What follows belongs to an exercise in optimizing a design on an open flow for small area, a short achievable clock period and few clock cycles per item; a production flow would make more cautious choices.
In this exercise RTL edits were held to simulation tests only and were not proved equivalent to the original.
Power is estimated from default activity; no workload was simulated.

Setup of run 1:
Design multiplierTop, start of the top module:
module multiplierTop (
	input logic clk,
	input logic reset,
	input logic inValid,
	output logic inReady,
	input logic [35:0] inOperands,
	output logic outValid,
	input logic outReady,
	output logic [35:0] outProduct
);
	localparam int coreStages = 3;
	localparam int stages = mulPkg::capacity - 1;
	localparam int width = mulPkg::productWidth;
	logic [stages:1] valid;
	logic [stages+1:1] ready;
	logic [35:0] coreIn;
	logic coreInValid;
	logic [width-1:0] coreProd;
	logic [width-1:0] prodReg [stages:coreStages+1];
	assign ready[stages+1] = outReady;
	for (genvar k = 1; k <= stages; k++) begin : readyChain
		assign ready[k] = !valid[k] || ready[k+1];
	end
	logic skidValid;
	logic [35:0] skidData;
	assign inReady = !skidValid;
	assign coreIn = skidValid ? skidData : inOperands;
	assign coreInValid = skidValid || inValid;
	always_ff @(posedge clk) begin
		if (reset) begin
			skidValid <= 1'b0;
		end else if (skidValid) begin
			skidValid <= !ready[1];
		end else begin
			skidValid <= inValid && !ready[1];
		end
	end
	always_ff @(posedge clk) begin
		if (!skidValid) begin
			skidData <= inOperands;
		end
	end
	always_ff @(posedge clk) begin
		if (reset) begin
			valid <= '0;
		end else begin
			if (ready[1]) begin
				valid[1] <= coreInValid;
			end
			for (int k = 2; k <= stages; k++) begin
				if (ready[k]) begin
					valid[k] <= valid[k-1];
				end
			end
		end
	end
	mulCore mulCore_inst (
		.clk(clk),
		.en(ready[(coreStages > 0 ? coreStages : 1):1]),
		.ops(coreIn),
		.prod(coreProd)
	);
	always_ff @(posedge clk) begin
		if (ready[coreStages+1]) begin
			prodReg[coreStages+1] <= coreProd;
		end
		for (int k = coreStages + 2; k <= stages; k++) begin
			if (ready[k]) begin
				prodReg[k] <= prodReg[k-1];
			end
		end
	end
	assign outValid = valid[stages];
	assign outProduct = prodReg[stages];
endmodule
For scale: roughly 1400 cells after synthesis, ~78 I/O pins, ~0.019 mm² of cells after synthesis.
==> flow/config.mk <==
export PLATFORM = sky130hd
export DESIGN_NAME = multiplierTop
export DESIGN_NICKNAME = multiplierTop
export VERILOG_FILES = /design/flow/design.v
export SDC_FILE = /design/flow/constraint.sdc
export NUM_CORES = 4
export LEC_CHECK = 0
export CAP_MARGIN = 20
export CORE_MARGIN = 2
export CORE_UTILIZATION = 40
export CTS_CLUSTER_DIAMETER = 70
export CTS_CLUSTER_SIZE = 30
export SETUP_SLACK_MARGIN = 2.8
export SLEW_MARGIN = 20
export TNS_END_PERCENT = 0
==> flow/constraint.sdc <==
create_clock -name core_clock -period 5.0 [get_ports {clk}]
set_input_delay 1.0000 -clock core_clock [delete_from_list [all_inputs] [get_ports {clk}]]
set_output_delay 1.0000 -clock core_clock [all_outputs]
set_load 0.01 [all_outputs]
run.sh (not shown) runs the stock make flow with config.mk's settings and CLKGATE_MAP_FILE= SYNTH_SCRIPT=/design/flow/synth_recipe.tcl, a recipe that flattens the netlist after the stock synthesis.
Testbench counts of run 1, summed over its fixed seeds: cycles 32,048, items 32,000.
## Diff of input files: run 2 against run 1
# run 1
export LEC_CHECK = 0
export CAP_MARGIN = 20
export CORE_MARGIN = 2
export CORE_UTILIZATION = 40
export CTS_CLUSTER_DIAMETER = 70
export CTS_CLUSTER_SIZE = 30
export SETUP_SLACK_MARGIN = 2.8
export SLEW_MARGIN = 20
export TNS_END_PERCENT = 0
create_clock -name core_clock -period 5.0 [get_ports {clk}]
# run 2
export LEC_CHECK = 0
export ABC_AREA = 1
export CAP_MARGIN = 20
export CORE_MARGIN = 2
export CORE_UTILIZATION = 40
export SETUP_SLACK_MARGIN = 2.8
export SLEW_MARGIN = 20
export TNS_END_PERCENT = 0
create_clock -name core_clock -period 5.0 [get_ports {clk}]
## What came out
- Relative to run 1, number of antenna violations at the first check in global routing has gone up in run 2.
- Diff run 1 -> run 2: area growth from synthesis to final layout lower, post-DP HPWL higher.
- Changes observed in run 2 relative to run 1: pre-CTS worst setup slack down 0.43 ns; fmax down about 5%.
- For the fraction of met1 tracks used by global routing, run 2 came in 1.7 points higher than run 1 did.
- Going from run 1 to run 2, final cycle utilization of the critical path grew by 2.3 points, number of instances in the synthesized netlist grew by about 22%, power in combinational cells grew by about 4%.
- Of the two candidates, run 1 has the better worst hold slack after final layout and run 2 the worse one.
The following lists how run 3 was set up differently from run 2:
# run 2
export LEC_CHECK = 0
export ABC_AREA = 1
export CAP_MARGIN = 20
export CORE_MARGIN = 2
export CORE_UTILIZATION = 40
export SETUP_SLACK_MARGIN = 2.8
export SLEW_MARGIN = 20
export TNS_END_PERCENT = 0
create_clock -name core_clock -period 5.0 [get_ports {clk}]
# run 3
export LEC_CHECK = 0
export CAP_MARGIN = 20
export CORE_MARGIN = 2
export CORE_UTILIZATION = 40
export CTS_CLUSTER_DIAMETER = 80
export CTS_CLUSTER_SIZE = 40
export SETUP_SLACK_MARGIN = 2.8
export SLEW_MARGIN = 20
export TNS_END_PERCENT = 0
create_clock -name core_clock -period 5.0 [get_ports {clk}]
Results
Final total power, run 3 and run 2: smaller value in run 3. Compared to run 2, run 3 has synthesized area about 3.5% lower. Start point of the critical path = mulCore_inst.r0_28: run 2; start point of the critical path = outReady: run 3. Share of total power consumed by net switching: run 3 and run 2 compared, higher one is run 2. Run 3 ended with less final worst hold slack than run 2.
Here is what was changed in the inputs of run 4 compared with run 3.
# run 3
export LEC_CHECK = 0
export CAP_MARGIN = 20
export CORE_MARGIN = 2
export CORE_UTILIZATION = 40
export CTS_CLUSTER_DIAMETER = 80
export CTS_CLUSTER_SIZE = 40
export SETUP_SLACK_MARGIN = 2.8
export SLEW_MARGIN = 20
export TNS_END_PERCENT = 0
create_clock -name core_clock -period 5.0 [get_ports {clk}]
# run 4
export LEC_CHECK = 0
export CAP_MARGIN = 20
export CORE_MARGIN = 2
export CORE_UTILIZATION = 40
export SETUP_SLACK_MARGIN = 2.8
export SLEW_MARGIN = 20
export TNS_END_PERCENT = 10
create_clock -name core_clock -period 5.0 [get_ports {clk}]
### Flow results
The worst slack on hold paths reported for run 4 is greater than that of run 3 by 0.015 ns. STATUS final instance area: run 4 loses against run 3. Re combinational share of power: run 3 and run 4 aren't equal, and the higher value belongs to run 3. Higher peak per-stage delay on the critical path among run 3 and run 4: run 3. Relative to run 3, global-route usage has increased by 0.40 points in run 4. On internal reg-to-reg setup slack: between run 3 and run 4, it ends up higher for run 3. Looking at met1 routing resource usage after global routing, run 4 sits below run 3. Max worst slew margin relative to its limit across run 3 and run 4: run 3.
Changes in run 5 relative to run 4:
# run 4
export LEC_CHECK = 0
export CAP_MARGIN = 20
export CORE_MARGIN = 2
export CORE_UTILIZATION = 40
export SETUP_SLACK_MARGIN = 2.8
export SLEW_MARGIN = 20
export TNS_END_PERCENT = 10
create_clock -name core_clock -period 5.0 [get_ports {clk}]
# run 5
export LEC_CHECK = 0
export CAP_MARGIN = 20
export CORE_MARGIN = 2
export CORE_UTILIZATION = 55
export PLACE_DENSITY = 0.7
export SETUP_SLACK_MARGIN = 2.8
export SLEW_MARGIN = 20
export TNS_END_PERCENT = 10
create_clock -name core_clock -period 5.0 [get_ports {clk}]
--- outcome ---
- Run 5 reached the end of the flow, and the finished layout is clean on the timing, DRC and antenna checks.
- Looking at overall power consumption across run 4 and run 5, the one that comes out lower is run 5.
- Comparing run 4 against run 5, there is no change at all in adder-cell share of the synthesized area.
- Relative to run 4, the final cell area reported for run 5 is lower.
- Between run 5 and run 4, it is run 5 whose post-layout net count is lower, by 1.4%.
- Relative area change from synthesis to final layout was higher in run 4 than in run 5.
- Area taken by flip-flops and latches: run 5 vs run 4, no meaningful difference
- In the flow results for run 4 and run 5, the layout filler cell count is smaller on run 5.
- From run 4 to run 5 the numbers moved as follows: first-pass iteration count of the detailed router rose 1, reported combinational group power rose about 4%.
- Run 5: met2 track utilization from global routing higher than run 4
### run 5 -> run 6
# run 5
export LEC_CHECK = 0
export CAP_MARGIN = 20
export CORE_MARGIN = 2
export CORE_UTILIZATION = 55
export PLACE_DENSITY = 0.7
export SETUP_SLACK_MARGIN = 2.8
export SLEW_MARGIN = 20
export TNS_END_PERCENT = 10
create_clock -name core_clock -period 5.0 [get_ports {clk}]
# run 6
export LEC_CHECK = 0
export CAP_MARGIN = 20
export CORE_MARGIN = 2
export CORE_UTILIZATION = 40
export SETUP_SLACK_MARGIN = 3.0
export SLEW_MARGIN = 20
create_clock -name core_clock -period 5.0 [get_ports {clk}]
==> comparison <==
- Run 6: no failed stages, no open violations at the end
- Against run 5, switching power summed over all nets in run 6 rose by a little under 10%.
- Compared run 6 vs run 5, and starting density of the core is down in run 6.
- Looking at slowest stage cell on the critical path, the edfxtp_1 result is from run 5; the fa_2 one comes from run 6.
- Route | run 6 vs run 5 | wire longer in run 6
- Run 6 vs run 5 on fmax: run 6 is the higher one.
- Summary of run 6 over run 5: layout overhead on the synthesized area shows an increase of 11 points; area of the core went up; chip height saw an increase; worst setup slack has increased.
- Run 6 vs. run 5: utilization went down 14 points, clock-buffer cell count went up about 9%.

* * *

Setup of north:
multiplierTop again, from the RTL that the note above started with.
export LEC_CHECK = 0
export CAP_MARGIN = 20
export CORE_MARGIN = 2
export CORE_UTILIZATION = 40
export SETUP_SLACK_MARGIN = 2.8
export SLEW_MARGIN = 20
export TNS_END_PERCENT = 0
create_clock -name core_clock -period 5.0 [get_ports {clk}]
Testbench counts of north, summed over its fixed seeds: cycles 32,048, items 32,000.
Inputs modified between north and south:
Settings: a change of SETUP_SLACK_MARGIN from 2.8 to 3.2.
south supports a lower top clock frequency than north.
~same proportion of cell area spent on the clock network in south and north
On number of detailed-routing iterations run before antenna repair: south sits below north.
On flop-to-flop setup slack, north tracks south almost exactly.
In the metrics for south and north, the one carrying the lower setup slack is south.
Final cycle utilization of the critical path (south over north): increase, 0.19 points
Total power (higher): south
north and south ended up with roughly the same cell count.
south has routed wire length above what north had.
Static leakage ends up higher on south.
Setup changes, south to east
Settings: SETUP_SLACK_MARGIN: 3.2 -> 2.8; TNS_END_PERCENT: 0 -> unset.
Results
- east vs. south: total placed instance area went up by about 0.9%, portion of total power attributed to combinational logic went up, time the worst path needs with I/O delays and setup increased 8.4 ps.
- south: flow completed, timing, DRC and antenna clean
- In summary, east completed successfully, with a layout that passed the timing, DRC and antenna checks.
- Comparing synthesis-to-finish area growth for south and east, the smaller number came from south.
[inputs] west vs east
Settings: putting TNS_END_PERCENT at 0 where nothing was set; putting CTS_CLUSTER_SIZE at 25 where nothing was set; putting CTS_CLUSTER_DIAMETER at 60 where nothing was set.
==> run summary <==
Compared with east, in west overall fraction of global-route tracks in use has decreased, level count of the clock H-tree went down 1, hold slack shows a reduction of 6.5 ps.
Compare west and east | combinational logic power higher: east
east → west: final cell count without fillers moved down, post-layout instance area decreased 5.0%.
The inputs of middle differ from those of west as listed below.
Settings: putting GPL_ROUTABILITY_DRIVEN at 0 where nothing was set; swapping 25 for 30 in CTS_CLUSTER_SIZE; swapping 60 for 70 in CTS_CLUSTER_DIAMETER.
Results
[middle] count of clock-buffer cells in the layout fell 14% relative to west
Critical path depth: middle > west
Diff west -> middle: tightest hold margin shows an increase of 6.6 ps; final area fell 0.82%.
On middle: worst setup slack is 12 ps lower than what west gave.
middle vs west: clock-cell share of area down

* * *

Another version of the RTL of multiplierTop (not shown whole).
Size in the first run: about 19000 sq um of cells after synthesis.
==> flow/design.v (excerpt) <==
module multiplierTop (
	input logic clk,
	input logic reset,
	input logic inValid,
	output logic inReady,
	input logic [35:0] inOperands,
	output logic outValid,
	input logic outReady,
	output logic [35:0] outProduct
);
	localparam int coreStages = 3;
	localparam int frontStages = coreStages + 1;
	localparam int backStages = mulPkg::capacity - frontStages - 1;
	localparam int width = mulPkg::productWidth;
	logic [frontStages:1] frontValid;
	logic [frontStages+1:1] frontReady;
	logic [width-1:0] coreProd;
	logic [width-1:0] frontProd;
	logic skidValid;
	logic [width-1:0] skidData;
	logic send;
	logic [width-1:0] backIn;
	logic [backStages:1] backValid;
	logic [backStages+1:1] backReady;
	logic [width-1:0] backData [backStages:1];
	assign frontReady[frontStages+1] = !skidValid;
	for (genvar k = 1; k <= frontStages; k++) begin : frontReadyChain
		assign frontReady[k] = !frontValid[k] || frontReady[k+1];
	end
	logic [frontStages:1] frontValidNext;
	logic skidValidNext;
	always_comb begin
		frontValidNext[1] = frontReady[1] ? inValid : frontValid[1];
		for (int k = 2; k <= frontStages; k++) begin
			frontValidNext[k] = frontReady[k] ? frontValid[k-1] : frontValid[k];
		end
		skidValidNext = skidValid ? !backReady[1] : (send && !backReady[1]);
	end
	always_ff @(posedge clk) begin
		if (reset) begin
			inReady <= 1'b1;
		end else begin
  ...
==> flow/config.mk <==
export PLATFORM = sky130hd
export DESIGN_NAME = multiplierTop
export DESIGN_NICKNAME = multiplierTop
export VERILOG_FILES = /design/flow/design.v
export SDC_FILE = /design/flow/constraint.sdc
export NUM_CORES = 4
export LEC_CHECK = 0
export CAP_MARGIN = 20
export CORE_MARGIN = 2
export CORE_UTILIZATION = 40
export CTS_CLUSTER_DIAMETER = 70
export CTS_CLUSTER_SIZE = 30
export SETUP_SLACK_MARGIN = 2.8
export SLEW_MARGIN = 20
export TNS_END_PERCENT = 20
==> flow/constraint.sdc <==
create_clock -name core_clock -period 5.0 [get_ports {clk}]
set_input_delay 1.0000 -clock core_clock [delete_from_list [all_inputs] [get_ports {clk}]]
set_output_delay 1.0000 -clock core_clock [all_outputs]
set_load 0.01 [all_outputs]
The first run completed with no timing, DRC or antenna violations.
Testbench counts at the start, summed over its fixed seeds: cycles 32,048, items 32,000.
==> next run, changes <==
Settings changed: TNS_END_PERCENT 20 to 50.
After rerunning:
- critical path depth rose by 6
- first-iteration DRC count came out lower by 6.1%
- clock-buffer cell count is lower by 2
==> next run, changes <==
Settings changed: CTS_CLUSTER_DIAMETER 70 to 75, CTS_CLUSTER_SIZE 30 to 35, SETUP_SLACK_MARGIN 2.8 to 2.7, TNS_END_PERCENT 50 to unset.
After rerunning:
- power goes down by about 2.8%
- wire length shrinks by 2.9%
- global-route usage shrinks by 0.56 points
- via count went down by 2.3%
- worst hold slack gains 0.0095 ns
- count of clock-buffer cells in the layout decreases by 2
- final area came out lower by about 3.8%
==> next run, changes <==
Settings changed: CTS_CLUSTER_DIAMETER 75 to 70, CTS_CLUSTER_SIZE 35 to 30, SETUP_SLACK_MARGIN 2.7 to 2.8.
Hold slack is worse by 0.027 ns.
Area after synthesis stays the same.
Utilization climbs by 1.3 points.
Sequential share of layout area shrinks by 1.1 points.
Wire length grows by about 2%.
Total power climbs by about 1.8%.

* * *

== run A ==
Starting RTL as in the previous note.
Settings: LEC_CHECK=0, CAP_MARGIN=20, CORE_MARGIN=2, CORE_UTILIZATION=40, CTS_CLUSTER_DIAMETER=70, CTS_CLUSTER_SIZE=30, SETUP_SLACK_MARGIN=2.8, SLEW_MARGIN=20, TNS_END_PERCENT=5; clock period 5.0 ns.
Testbench counts of run A, summed over its fixed seeds: cycles 32,048, items 32,000.
Here is what was changed in the inputs of run B compared with run A.
Settings: TNS_END_PERCENT no longer set, was 5; SETUP_SLACK_MARGIN now 2.7, was 2.8.
==> run summary <==
Summary of the comparison: clock share of power is higher in run B, relative to run A. Cmp run A and run B / power / lower: run A. Any difference in multi-input gate share of the layout cell area between run B and run A is small enough to ignore. Run B vs. run A: number of stages on the worst setup path went down by 1. Looking at run A and run B, the sequential power is a wash. Higher transition time at the pin with the least slew margin goes to run A over run B. Launch point of the critical path: mulCore_inst.r0_33 -> run B, mulCore_inst.r2_646 -> run A. Total routing resource utilization after global routing delta for run B relative to run A: 0.16 points higher. Clock-buffer cell count (lower): run A.
What run C does differently from run B at the input level:
Settings: SETUP_SLACK_MARGIN changed from 2.7 to 2.75.
Notes after the runs:
- Between run C and run B, it is run C whose clock power share is lower, by 2.0 points.
- Register-to-register slack delta (run B -> run C): insignificant
- Diff run B -> run C: final cell count increased by 15 relative to the old numbers, number of top-level pins ~0 delta, part of the power in combinational logic increased 1.9 points, maximum ir drop on the vdd rail picked up an extra 36%.
- Core utilization, run C and run B: higher on run C
Here is what was changed in the inputs of run D compared with run C.
Settings: swapping 2.75 for 2.6 in SETUP_SLACK_MARGIN.
==> run summary <==
Per the comparison of run D with run C, fraction of power spent switching nets has remained practically unchanged, share of the clock period used by the worst path increased by 2.7 points relative to the old numbers, multi-input logic area fell by 420 um^2.
Run C has a higher global-route usage than run D.
Worst setup margin, run D and run C: larger value in run C
Run D: total power 3.8% below run C

separate check: timing with driven ports:
No port has a modelled driver above. Below, the same layouts with a new extraction and two added sets of constraints.
Step 1 (the two cells are an assumption about what drives the block):
set clk [get_ports {clk}]
set_driving_cell -lib_cell sky130_fd_sc_hd__clkbuf_16 $clk
set_driving_cell -lib_cell sky130_fd_sc_hd__buf_2 [delete_from_list [all_inputs] $clk]
Step 2, shift: input delay + t, output delay - t, t = (earliest + latest rising clock arrival at the registers) / 2. This alone moves slack from input paths to output paths.
Three values: ideal ports, drivers, drivers and shift; two values: the first two.
| run | t (ns) | setup slack, ns | hold WS [ns] | worst slew at a driven data input, ns |
|---|---|---|---|---|
| run 1 | 0.613 | 2.662 / 2.662 / 2.100 | 0.416 / 0.416 / 0.416 | 0.04 |
| run 2 | 0.623 | 2.546 / 2.530 / 1.999 | 0.412 / 0.412 / 0.412 | 0.03 |
| run 3 | 0.605 | 2.691 / 2.693 / 2.108 | 0.401 / 0.401 / 0.401 | 0.04 |
| run 4 | 0.603 | 2.659 / 2.659 / 2.139 | 0.416 / 0.416 / 0.416 | 0.04 |
| run 5 | 0.581 | 2.607 / 2.568 / 2.094 | 0.416 / 0.416 / 0.416 | 0.04 |
| run 6 | 0.613 | 2.641 / 2.641 / 2.469 | 0.413 / 0.413 / 0.413 | 0.04 |
| north | 0.590 | 2.677 / 2.648 / 2.148 | 0.411 / 0.411 / 0.411 | 0.04 |
| south | 0.589 | 2.668 / 2.668 / 2.154 | 0.411 / 0.411 / 0.411 | 0.04 |
| east | 0.603 | 2.660 / 2.660 / 2.506 | 0.416 / 0.416 / 0.416 | 0.05 |
| west | 0.620 | 2.674 / 2.674 / 2.122 | 0.409 / 0.409 / 0.409 | 0.04 |
| middle | 0.613 | 2.662 / 2.662 / 2.100 | 0.416 / 0.416 / 0.416 | 0.04 |
| the first run of note 3 | 0.619 | 2.582 / 2.528 / 2.588 | 0.417 / 0.417 / 0.417 | 0.05 |
| the second run of note 3 | 0.605 | 2.681 / 2.681 / 2.590 | 0.418 / 0.418 / 0.418 | 0.07 |
| the third run of note 3 | 0.599 | 2.732 / 2.717 / 2.512 | 0.428 / 0.428 / 0.428 | 0.05 |
| the fourth run of note 3 | 0.612 | 2.710 / 2.710 / 2.375 | 0.401 / 0.401 / 0.401 | 0.05 |
| run A | 0.611 | 2.569 / 2.535 / 2.569 | 0.417 / 0.417 / 0.417 | 0.05 |
| run B | 0.618 | 2.742 / 2.719 / 2.510 | 0.427 / 0.427 / 0.427 | 0.05 |
| run C | 0.613 | 2.729 / 2.729 / 2.483 | 0.413 / 0.413 / 0.413 | 0.06 |
| run D | 0.597 | 2.595 / 2.595 / 2.193 | 0.410 / 0.410 / 0.410 | 0.05 |
After both steps setup and hold are still met in every run listed. The setup slack of run 3, which loses most, moves by +0.002 ns with the drivers and by -0.583 ns with both steps.
